From an optimization exercise on the open Yosys and OpenROAD flow, aimed at small area, a short achievable clock period and few clock cycles; shortcuts taken in it are not production practice. Where RTL was checked, it was by simulation tests only, not by an equivalence proof against the original. Power figures rest on the tool's default switching activity, not on a simulated workload.

==> flow/design.v <==
`timescale 1ns/1ps
`default_nettype none
module dsp_seg #(
    parameter int L = 1,
    parameter int W = 1
) (
    input  logic         clk,
    input  logic         en,
    input  logic         sel,
    input  logic [W-1:0] din,
    output logic [W-1:0] dout,
    output logic [W-1:0] last
);
    logic [W-1:0] st [L];
    always_ff @(posedge clk) begin
        if (en) begin
            st[0] <= din;
            for (int k = 1; k < L; k++) st[k] <= st[k-1];
        end
    end
    assign last = st[L-1];
    assign dout = sel ? st[L-1] : din;
endmodule
module dither_spi_top (
    input  logic SPI_CLK,
    input  logic rst,
    input  logic SPI_CS,
    input  logic SPI_MOSI,
    output logic SPI_MISO,
    output logic frame_ready
);
    localparam logic [1:0] ST_W = 2'd0, ST_H = 2'd1, ST_PIX = 2'd2, ST_OUT = 2'd3;
    logic       cs_q, mosi_q;
    logic [1:0] stg;
    logic [2:0] bc;           
    logic [6:0] sr;           
    logic [3:0] wm1, hm1;     
    logic [3:0] col, row;     
    logic       p1, p2, p3, p4, p5, p6, rdy, adv_q, fr, mo, tiny, nq;
    logic       fr_o, mo_o, fr_n, mo_n;    
    logic       f_lc, f_fc, f_lr, f_r0, f_last;    
    logic [7:0] pre;          
    logic [7:0] v;            
    logic [6:0] t1;           
    logic [3:0] t2;           
    logic [7:0] s0;           
    logic       w1, w2;       
    logic       wr_pend, rd_pend, wr_now, rd_now, b1, b2, rbit;
    logic [7:0] wp, rp;       
    logic [1:0] fc;           
    logic       bit_take, byte_done, is_last, adv, start, bc7;
    logic [7:0] byte_in;
    assign bit_take  = !cs_q && (stg != ST_OUT);
    assign byte_done = bit_take && (bc == 3'd7);
    assign byte_in   = {sr, mosi_q};
    assign is_last   = f_last;
    assign bc7       = cs_q ? (bc == 3'd7) : (bc == 3'd6);
    assign adv       = fr && !SPI_CS && bc7;
    assign start     = ((stg == ST_PIX) && byte_done && is_last && !tiny) || (rdy && !wr_pend);
    always_ff @(posedge SPI_CLK) begin
        cs_q   <= SPI_CS;
        mosi_q <= SPI_MOSI;
        if (bit_take) sr <= byte_in[6:0];
    end
    always_ff @(posedge SPI_CLK or posedge rst) begin
        if (rst) begin
            stg   <= ST_W;
            bc    <= '0;
            p1    <= 1'b0;
            p2    <= 1'b0;
            p3    <= 1'b0;
            p4    <= 1'b0;
            p5    <= 1'b0;
            p6    <= 1'b0;
            rdy   <= 1'b0;
            adv_q <= 1'b0;
            fr    <= 1'b0;
        end else begin
            if (stg == ST_OUT && adv_q && !fr) bc <= '0;
            else if (stg != ST_OUT ? bit_take : (fr && !cs_q)) bc <= bc + 3'd1;
            p1    <= (stg == ST_PIX) && byte_done;
            p2    <= p1;
            p3    <= p2;
            p4    <= p3;
            p5    <= p4;
            p6    <= p5;
            if (p1 && stg == ST_OUT && tiny) rdy <= 1'b1;
            else if (!wr_pend) rdy <= 1'b0;
            adv_q <= adv;
            fr    <= fr_n;
            case (stg)
                ST_W:   if (byte_done) stg <= ST_H;
                ST_H:   if (byte_done) stg <= ST_PIX;
                ST_PIX: if (byte_done && is_last) stg <= ST_OUT;
                default: if (adv_q && !fr) stg <= ST_W;
            endcase
        end
    end
    always_ff @(posedge SPI_CLK) begin
        case (stg)
            ST_W: if (byte_done) wm1 <= byte_in[3:0] - 4'd1;
            ST_H: begin
                if (byte_done) hm1 <= byte_in[3:0] - 4'd1;
                w1 <= (wm1 == 4'd0);
                w2 <= (wm1 == 4'd1);
            end
            default: ;
        endcase
        tiny <= ((hm1 == 4'd0) && (wm1 <= 4'd3)) || ((wm1 == 4'd0) && (hm1 <= 4'd3)) ||
                 ((wm1 == 4'd1) && (hm1 == 4'd1));
        if (stg == ST_W || stg == ST_H || start) begin
            col <= '0;
            row <= '0;
        end else if ((p5 && stg == ST_PIX) || adv_q) begin
            if (col == wm1) begin
                col <= '0;
                row <= row + 4'd1;
            end else begin
                col <= col + 4'd1;
            end
        end
    end
    always_ff @(posedge SPI_CLK) begin
        f_lc   <= (col == wm1);
        f_fc   <= (col == 4'd0);
        f_lr   <= (row == hm1);
        f_r0   <= (row == 4'd0);
        f_last <= (col == wm1) && (row == hm1);
    end
    logic       n, ga, g3, g5, gf;
    logic [10:0] e7;
    logic [9:0]  e3;
    logic [10:0] e5;
    assign n  = v[7];
    assign ga = !f_lc;
    assign g5 = !f_lr;
    assign g3 = !f_lr && !f_fc;
    assign gf = !f_lr && !f_lc;
    assign e7 = {v, 3'b000} - {3'b000, v};
    assign e3 = {1'b0, v, 1'b0} + {2'b00, v};
    assign e5 = {1'b0, v, 2'b00} + {3'b000, v};
    logic [7:0]  lr [16];
    logic [3:0]  lwp, lrp;       
    logic        lw_pend, lr_pend, lw_now, lr_now, acc;
    logic [7:0]  lb, lrd;
    assign lw_now = lw_pend && (lwp[1:0] == 2'd0);
    assign lr_now = lr_pend && (lrp[1:0] == 2'd1);
    always_comb begin
        lrd = lr[0];
        for (int j = 1; j < 4; j++) if (lrp[3:2] == j[1:0]) lrd = lr[4*j];
    end
    always_ff @(posedge SPI_CLK) begin
        for (int q = 0; q < 4; q++) begin
            lr[4*q] <= (lw_now && lwp[3:2] == q[1:0]) ? s0 : lr[(4*q+15) % 16];
            for (int k = 1; k < 4; k++) lr[4*q+k] <= lr[4*q+k-1];
        end
    end
    assign lb  = w1 ? {1'b0, t1} : w2 ? s0 : lrd;
    assign acc = (w1 || w2) ? p6 : lr_now;
    always_ff @(posedge SPI_CLK) begin
        if (stg == ST_W || stg == ST_H) begin
            lrp     <= 4'd1;
            lwp     <= wm1;
            lw_pend <= 1'b0;
            lr_pend <= 1'b0;
        end else begin
            lwp <= lwp + (lw_now ? 4'd2 : 4'd1);
            lrp <= lrp + (lr_now ? 4'd2 : 4'd1);
            if (p3) lw_pend <= 1'b1;
            else if (lw_now) lw_pend <= 1'b0;
            if (p2) lr_pend <= 1'b1;
            else if (lr_now) lr_pend <= 1'b0;
        end
    end
    always_ff @(posedge SPI_CLK) begin
        if (stg == ST_W || stg == ST_H) begin
            pre <= '0;
            t2  <= '0;
        end else begin
            if (byte_done) v <= byte_in + pre;
            if (p1) begin
                v  <= v + {7'd0, n};    
                nq <= n;
            end
            if (p2) begin
                s0  <= g3 ? {2'b00, e3[9:4]} : 8'd0;
                pre <= ga ? {1'b0, e7[10:4]} : 8'd0;
            end
            if (p3) s0 <= s0 + {1'b0, t1};
            if (p4) t1 <= g5 ? e5[10:4] : 7'd0;
            if (p5) begin
                t1 <= t1 + {3'd0, t2};
                t2 <= gf ? v[7:4] : 4'd0;
            end
            if (acc && !(f_r0 && !f_lc)) pre <= pre + lb;
        end
    end
    logic [255:0] ring;
    logic [31:0]  wsel;
    assign wr_now = wr_pend && (wp[2:0] == 3'd0);
    assign rd_now = fr && rd_pend && (rp[2:0] == 3'd1);
    always_comb begin
        wsel = '0;
        wsel[wp[7:3]] = wr_now;
    end
    always_ff @(posedge SPI_CLK) begin
        for (int q = 0; q < 32; q++) begin
            ring[8*q] <= wsel[q] ? nq : ring[(8*q+255) % 256];
            for (int k = 1; k < 8; k++) ring[8*q+k] <= ring[8*q+k-1];
        end
    end
    always_comb begin
        rbit = 1'b0;
        for (int j = 0; j < 32; j++) if (rp[7:3] == j[4:0]) rbit = ring[8*j];
    end
    always_ff @(posedge SPI_CLK) begin
        if (stg == ST_W || stg == ST_H) begin
            wp      <= 8'd0;
            rp      <= 8'd2;
            wr_pend <= 1'b0;
            rd_pend <= 1'b0;
            fc      <= 2'd0;
        end else begin
            wp <= wp + (wr_now ? 8'd2 : 8'd1);
            if (p1) wr_pend <= 1'b1;
            else if (wr_now) wr_pend <= 1'b0;
            if (p1 && fc != 2'd3) fc <= fc + 2'd1;
            rp <= rp + (adv_q ? 8'd2 : 8'd1);
            if (adv_q) begin
                b1      <= rd_now ? rbit : b2;
                rd_pend <= 1'b1;
            end else if (rd_now) begin
                b2      <= rbit;
                rd_pend <= 1'b0;
            end else if (p1 && fc == 2'd1) begin
                b1 <= n;
            end else if (p1 && fc == 2'd2) begin
                b2 <= n;
            end
        end
        mo   <= mo_n;
        mo_o <= (stg == ST_W || stg == ST_H) ? 1'b0 : mo_n;
        fr_o <= fr_n && !rst;
    end
    assign fr_n = start ? 1'b1 : (adv && is_last) ? 1'b0 : fr;
    assign mo_n = adv ? b1 : (p1 && fc == 2'd0 && stg != ST_W && stg != ST_H) ? n : mo;
    assign SPI_MISO    = mo_o;
    assign frame_ready = fr_o;
endmodule
`default_nettype wire
Settings: LEC_CHECK=0, CAP_MARGIN=20, CORE_MARGIN=2, CORE_UTILIZATION=65, CTS_BUF_LIST=sky130_fd_sc_hd__clkbuf_16, CTS_CLUSTER_DIAMETER=100, CTS_CLUSTER_SIZE=24, SLEW_MARGIN=20, SYNTH_MEMORY_MAX_BITS=4096; clock period 10.0 ns.
standard.sh (not shown) runs the stock make flow with config.mk's settings and CLKGATE_MAP_FILE= SYNTH_SCRIPT=/design/flow/synth_recipe.tcl, a recipe that flattens the netlist after the stock synthesis.
==> flow/flow/run.sh <==
#!/bin/bash
bash standard.sh SETUP_SLACK_MARGIN=7 TNS_END_PERCENT=0 \
    BUFFER_PORTS_ARGS="-buffer_cell sky130_fd_sc_hd__buf_4" finish > standard.log 2>&1
Rerun with:
--- a/flow/design.v
+++ b/flow/design.v
@@ -33,9 +33,9 @@
     logic       cs_q, mosi_q;
     logic [1:0] stg;
     logic [2:0] bc;           
     logic [6:0] sr;           
-    logic [3:0] wm1, hm1;     
+    logic [3:0] wd, hd;       
     logic [3:0] col, row;     
     logic       p1, p2, p3, p4, p5, p6, rdy, adv_q, fr, mo, tiny, nq;
     logic       fr_o, mo_o, fr_n, mo_n;    
     logic       f_lc, f_fc, f_lr, f_r0, f_last;    
@@ -97,36 +97,36 @@
         end
     end
     always_ff @(posedge SPI_CLK) begin
         case (stg)
-            ST_W: if (byte_done) wm1 <= byte_in[3:0] - 4'd1;
+            ST_W: if (byte_done) wd <= byte_in[3:0];
             ST_H: begin
-                if (byte_done) hm1 <= byte_in[3:0] - 4'd1;
-                w1 <= (wm1 == 4'd0);
-                w2 <= (wm1 == 4'd1);
+                if (byte_done) hd <= byte_in[3:0];
+                w1 <= (wd == 4'd1);
+                w2 <= (wd == 4'd2);
             end
             default: ;
         endcase
-        tiny <= ((hm1 == 4'd0) && (wm1 <= 4'd3)) || ((wm1 == 4'd0) && (hm1 <= 4'd3)) ||
-                 ((wm1 == 4'd1) && (hm1 == 4'd1));
+        tiny <= ((hd == 4'd1) && (wd != 4'd0) && (wd <= 4'd4)) ||
+                ((wd == 4'd1) && (hd != 4'd0) && (hd <= 4'd4)) || ((wd == 4'd2) && (hd == 4'd2));
         if (stg == ST_W || stg == ST_H || start) begin
-            col <= '0;
-            row <= '0;
+            col <= 4'd1;
+            row <= 4'd1;
         end else if ((p5 && stg == ST_PIX) || adv_q) begin
-            if (col == wm1) begin
-                col <= '0;
+            if (col == wd) begin
+                col <= 4'd1;
                 row <= row + 4'd1;
             end else begin
                 col <= col + 4'd1;
             end
         end
     end
     always_ff @(posedge SPI_CLK) begin
-        f_lc   <= (col == wm1);
-        f_fc   <= (col == 4'd0);
-        f_lr   <= (row == hm1);
-        f_r0   <= (row == 4'd0);
-        f_last <= (col == wm1) && (row == hm1);
+        f_lc   <= (col == wd);
+        f_fc   <= (col == 4'd1);
+        f_lr   <= (row == hd);
+        f_r0   <= (row == 4'd1);
+        f_last <= (col == wd) && (row == hd);
     end
     logic       n, ga, g3, g5, gf;
     logic [10:0] e7;
     logic [9:0]  e3;
@@ -140,10 +140,11 @@
     assign e3 = {1'b0, v, 1'b0} + {2'b00, v};
     assign e5 = {1'b0, v, 2'b00} + {3'b000, v};
     logic [7:0]  lr [16];
     logic [3:0]  lwp, lrp;       
-    logic        lw_pend, lr_pend, lw_now, lr_now, acc;
-    logic [7:0]  lb, lrd;
+    logic        lw_pend, lr_pend, lw_now, lr_now;
+    logic [7:0]  lb, lrd, lbq;
+    logic        cap, acc_q;
     assign lw_now = lw_pend && (lwp[1:0] == 2'd0);
     assign lr_now = lr_pend && (lrp[1:0] == 2'd1);
     always_comb begin
         lrd = lr[0];
@@ -155,16 +156,21 @@
             for (int k = 1; k < 4; k++) lr[4*q+k] <= lr[4*q+k-1];
         end
     end
     assign lb  = w1 ? {1'b0, t1} : w2 ? s0 : lrd;
-    assign acc = (w1 || w2) ? p6 : lr_now;
+    assign cap = (w1 || w2) ? p6 : lr_now;
+    always_ff @(posedge SPI_CLK) begin
+        if (cap) lbq <= lb;
+    end
     always_ff @(posedge SPI_CLK) begin
         if (stg == ST_W || stg == ST_H) begin
-            lrp     <= 4'd1;
-            lwp     <= wm1;
+            lrp     <= 4'd2;
+            lwp     <= wd;
             lw_pend <= 1'b0;
             lr_pend <= 1'b0;
-        end else begin
+            acc_q   <= 1'b0;
+        end else begin
+            acc_q <= cap && !(f_r0 && !f_lc);
             lwp <= lwp + (lw_now ? 4'd2 : 4'd1);
             lrp <= lrp + (lr_now ? 4'd2 : 4'd1);
             if (p3) lw_pend <= 1'b1;
             else if (lw_now) lw_pend <= 1'b0;
@@ -191,14 +197,13 @@
             if (p5) begin
                 t1 <= t1 + {3'd0, t2};
                 t2 <= gf ? v[7:4] : 4'd0;
             end
-            if (acc && !(f_r0 && !f_lc)) pre <= pre + lb;
+            if (acc_q) pre <= pre + lbq;
         end
     end
     logic [255:0] ring;
     logic [31:0]  wsel;
-    assign wr_now = wr_pend && (wp[2:0] == 3'd0);
     assign rd_now = fr && rd_pend && (rp[2:0] == 3'd1);
     always_comb begin
         wsel = '0;
         wsel[wp[7:3]] = wr_now;
@@ -217,14 +222,16 @@
         if (stg == ST_W || stg == ST_H) begin
             wp      <= 8'd0;
             rp      <= 8'd2;
             wr_pend <= 1'b0;
+            wr_now  <= 1'b0;
             rd_pend <= 1'b0;
             fc      <= 2'd0;
         end else begin
             wp <= wp + (wr_now ? 8'd2 : 8'd1);
             if (p1) wr_pend <= 1'b1;
             else if (wr_now) wr_pend <= 1'b0;
+            wr_now <= (wp[2:0] == 3'd7) && (p1 || wr_pend);
             if (p1 && fc != 2'd3) fc <= fc + 2'd1;
             rp <= rp + (adv_q ? 8'd2 : 8'd1);
             if (adv_q) begin
                 b1      <= rd_now ? rbit : b2;
The new run went through all stages and came out clean.
Total power drops by a few percent.
Wire length shrinks by a few percent.
Via count is lower slightly.
Worst setup slack is better by 9.0 ps.
Die area climbs slightly.
Clock power stays flat.
Cell area hardly moves.
Hold slack is better by 4.5 ps.
Cell count goes down slightly.
Function was not checked in any run of this note: the RTL went through the layout flow alone.

== run C ==
// dither_spi_top: RTL as listed in full above, without the edits since
export LEC_CHECK = 0
export CAP_MARGIN = 20
export CORE_MARGIN = 2
export CORE_UTILIZATION = 65
export CTS_BUF_LIST = sky130_fd_sc_hd__clkbuf_8
export CTS_CLUSTER_DIAMETER = 60
export CTS_CLUSTER_SIZE = 20
export SLEW_MARGIN = 20
export SYNTH_MEMORY_MAX_BITS = 4096
create_clock -name core_clock -period 10.0 [get_ports {SPI_CLK}]
Scripts as last shown in full above: flow/flow/run.sh
--- input diff run C..run P ---
--- a/flow/design.v
+++ b/flow/design.v
@@ -38,5 +38,4 @@
     logic [3:0] col, row;     
     logic       p1, p2, p3, p4, p5, p6, rdy, adv_q, fr, mo, tiny, nq;
-    logic       fr_o, mo_o, fr_n, mo_n;    
     logic       f_lc, f_fc, f_lr, f_r0, f_last;    
     logic [7:0] pre;          
@@ -88,5 +87,6 @@
             else if (!wr_pend) rdy <= 1'b0;
             adv_q <= adv;
-            fr    <= fr_n;
+            if (start) fr <= 1'b1;
+            else if (adv && is_last) fr <= 1'b0;
             case (stg)
                 ST_W:   if (byte_done) stg <= ST_H;
@@ -239,12 +239,9 @@
             end
         end
-        mo   <= mo_n;
-        mo_o <= (stg == ST_W || stg == ST_H) ? 1'b0 : mo_n;
-        fr_o <= fr_n && !rst;
-    end
-    assign fr_n = start ? 1'b1 : (adv && is_last) ? 1'b0 : fr;
-    assign mo_n = adv ? b1 : (p1 && fc == 2'd0 && stg != ST_W && stg != ST_H) ? n : mo;
-    assign SPI_MISO    = mo_o;
-    assign frame_ready = fr_o;
+        if (adv) mo <= b1;
+        else if (p1 && fc == 2'd0 && stg != ST_W && stg != ST_H) mo <= n;
+    end
+    assign SPI_MISO    = mo;
+    assign frame_ready = fr;
 endmodule
 `default_nettype wire
### Flow results
- Run P finished every stage and its layout cleared the timing, DRC and antenna checks.
- Comparing routed length on met2 for run C and run P, the bigger number came from run C.
- The non-clock buffer total of the final layout in run P was higher than what run C gave.
- Of the two values seen for timing startpoint of the critical path, fr_o was produced by run C and fr by run P.
- Power: run P draws more than run C
- Per the comparison of run P with run C, met1 global-route usage now smaller, power in the clock group higher, multiplexer fraction of the synthesized cell area about even.
- Relative to run C, run P degrades hold slack.
- HPWL after detailed placement: run P vs run C — no meaningful difference
Testbench counts of run P, summed over its fixed seeds: cycles 219,664.
For run C, only the layout was checked, not whether the RTL still works.

-- separate check: timing with driven ports --
The results above use ideal ports. As a check the final layouts listed here were re-extracted and re-timed, cells and wires unchanged.
Step 1 (the two cells are an assumption about what drives the block):
set clk [get_ports {SPI_CLK}]
set_driving_cell -lib_cell sky130_fd_sc_hd__clkbuf_16 $clk
set_driving_cell -lib_cell sky130_fd_sc_hd__buf_2 [delete_from_list [all_inputs] $clk]
Step 2 adds t to the input delays and takes it off the output delays; t is the mean of the earliest and latest rising clock arrival at the registers after step 1. Input paths then give back, and output paths get back, about the clock's delay inside the block.
a / b / c = ideal / step 1 / step 2; a / b = the first two.
run | shift t [ns] | setup WS [ns] | worst setup path after step 2 | clock arrival spread, ns
the first run of note 1 | 0.585 | 7.009 / 6.961 / 7.055 | input to register | 0.025 / 0.025
the second run of note 1 | 0.595 | 7.018 / 6.969 / 6.979 | input to register | 0.022 / 0.021
run C | 0.661 | 6.931 / 6.886 / 7.053 | input to register | 0.031 / 0.031
run P | 0.585 | 6.911 / 6.867 / 7.067 | register to register | 0.037 / 0.036
After both steps every run listed still meets setup and hold. The setup slack of the second run of note 1, which loses most, moves by -0.049 ns with the drivers and by -0.039 ns with both steps.
